From an optimization exercise on the open Yosys and OpenROAD flow, aimed at small area, a short achievable clock period and few clock cycles per item; shortcuts taken in it are not production practice.
Only simulation tests tie the RTL to the original design; equivalence was not proved.
Power is estimated from default activity; no workload was simulated.

// instr_mem_ctrl
module instr_mem_ctrl #(
  parameter int XLEN   = 32,
  parameter int DEPTH  = 64,
  parameter int ADDR_W = 32,
  localparam int IDX_W = $clog2(DEPTH)
) (
  input  logic               i_clk,
  input  logic               i_rst,
  input  logic               i_clear,
  output logic               o_busy,
  input  logic               i_req_valid,
  output logic               o_req_ready,
  input  logic [ADDR_W-1:0]  i_req_addr,
  output logic               o_rsp_valid,
  input  logic               i_rsp_ready,
  output logic [XLEN-1:0]    o_rsp_instr,
  output logic [instr_mem_pkg::FAULT_W-1:0] o_rsp_fault,
  input  logic               i_wr_en,
  input  logic [ADDR_W-1:0]  i_wr_addr,
  input  logic [XLEN-1:0]    i_wr_data
);
clock: 4.0 ns
lec_check: 0
cap_margin: 20
core_margin: 2
core_utilization: 70
cts_cluster_diameter: 100
cts_cluster_size: 30
setup_slack_margin: 2.15
slew_margin: 20
tns_end_percent: 100
run.sh (not shown) runs the stock make flow with config.mk's settings and CLKGATE_MAP_FILE= SYNTH_SCRIPT=/design/flow/synth_recipe.tcl, a recipe that flattens the netlist after the stock synthesis.
The starting point passed the timing, DRC and antenna checks.
Testbench counts at the start, summed over its fixed seeds: cycles 24,024, items 24,000.
Edit:
--- a/flow/config.mk
+++ b/flow/config.mk
@@ -6,5 +6,5 @@
 export NUM_CORES = 4
 export LEC_CHECK = 0
-export CAP_MARGIN = 20
+export CAP_MARGIN = 0
 export CORE_MARGIN = 2
 export CORE_UTILIZATION = 70
@@ -12,4 +12,4 @@
 export CTS_CLUSTER_SIZE = 30
 export SETUP_SLACK_MARGIN = 2.15
-export SLEW_MARGIN = 20
+export SLEW_MARGIN = 0
 export TNS_END_PERCENT = 100
The changed run ran to the end with no violations.
Setup slack is about the same.
Power barely changes.
Via count drops by 0.92%.

---

instr_mem_ctrl again, from the RTL that the note above started with.
## instr_mem_ctrl
module instr_mem_ctrl #(
  parameter int XLEN   = 32,
  parameter int DEPTH  = 64,
  parameter int ADDR_W = 32,
  localparam int IDX_W = $clog2(DEPTH)
) (
  input  logic               i_clk,
  input  logic               i_rst,
  input  logic               i_clear,
  output logic               o_busy,
  input  logic               i_req_valid,
  output logic               o_req_ready,
  input  logic [ADDR_W-1:0]  i_req_addr,
  output logic               o_rsp_valid,
  input  logic               i_rsp_ready,
  output logic [XLEN-1:0]    o_rsp_instr,
  output logic [instr_mem_pkg::FAULT_W-1:0] o_rsp_fault,
  input  logic               i_wr_en,
  input  logic [ADDR_W-1:0]  i_wr_addr,
  input  logic [XLEN-1:0]    i_wr_data
);
clock: 4.0 ns
lec_check: 0
cap_margin: 20
core_margin: 2
core_utilization: 70
cts_cluster_diameter: 100
cts_cluster_size: 30
gpl_timing_driven: 0
setup_slack_margin: 2.15
slew_margin: 20
tns_end_percent: 100
Testbench counts at the start, summed over its fixed seeds: cycles 24,024, items 24,000.
Next try:
CORE_UTILIZATION = 65   (was 70)
GPL_TIMING_DRIVEN = unset   (was 0)
SETUP_SLACK_MARGIN = 2.1   (was 2.15)
Outcome: The new run finished clean. Count of clock-buffer cells in the layout climbs by 4. Worst setup slack improved by 0.48 ns. Worst hold slack improved by 0.0067 ns. Clock power hardly moves. Area after synthesis stays the same. Utilization drops by 9.6 points. Non-clock buffer count drops by 247.
Next try:
CORE_UTILIZATION = 78   (was 65)
Total power stays flat; setup slack improves by 0.015 ns; first-iteration DRC count goes up by 29%.

---

Starting RTL as in the previous note.
Settings: LEC_CHECK=0, CAP_MARGIN=20, CORE_MARGIN=2, CORE_UTILIZATION=70, CTS_CLUSTER_DIAMETER=100, CTS_CLUSTER_SIZE=30, SETUP_SLACK_MARGIN=2.1, SLEW_MARGIN=20, TNS_END_PERCENT=30; clock period 4.0 ns.
The starting point completed with no timing, DRC or antenna violations.
Testbench counts at the start, summed over its fixed seeds: cycles 24,024, items 24,000.
Rerun with:
- TNS_END_PERCENT: 30 -> 100
Effect:
- The changed run ran to the end with no violations
- routed wire length increases by a few percent
- cell count increases slightly
- clock-buffer cell count decreases by 4
- critical path depth fell by 3
- via count grows slightly
- clock skew grows by 18 ps
- worst setup slack gets better by 62 ps
- first-iteration DRC count rises by a few percent

==> port drivers added, routing unchanged <==
No port has a modelled driver above. Below, the same layouts with a new extraction and two added sets of constraints.
Step 1: set_driving_cell puts a clkbuf_16 on i_clk and a buf_2 on each other input, an assumption about the parent block.
Step 2, shift: input delay + t, output delay - t, t = (earliest + latest rising clock arrival at the registers) / 2. This alone moves slack from input paths to output paths.
a / b / c = no drivers / after step 1 / after step 2; a / b = the first two.
run | t, ns | setup slack, ns | worst setup path at the end | latest minus earliest clock arrival (ns) | worst register clock-pin slew, ns
the first run of note 1 | 0.815 | 2.009 / 1.923 / 1.376 | input to register | 0.039 / 0.039 | 0.12 / 0.12
the second run of note 1 | 0.815 | 2.008 / 1.921 / 1.439 | input to register | 0.044 / 0.044 | 0.12 / 0.12
the first run of note 2 | 0.820 | 1.494 / 1.494 / 1.356 | input to register | 0.044 / 0.045 | 0.12 / 0.12
the second run of note 2 | 0.830 | 1.974 / 1.887 / 1.383 | input to register | 0.035 / 0.036 | 0.12 / 0.12
the third run of note 2 | 0.811 | 1.989 / 1.906 / 1.293 | input to register | 0.041 / 0.041 | 0.12 / 0.12
the first run of note 3 | 0.808 | 1.929 / 1.907 / 1.366 | input to register | 0.042 / 0.042 | 0.12 / 0.12
the second run of note 3 | 0.806 | 1.991 / 1.909 / 1.338 | input to register | 0.050 / 0.051 | 0.12 / 0.12
After both steps setup and hold are still met in every run listed. The setup slack of the third run of note 2, which loses most, moves by -0.083 ns with the drivers and by -0.696 ns with both steps.
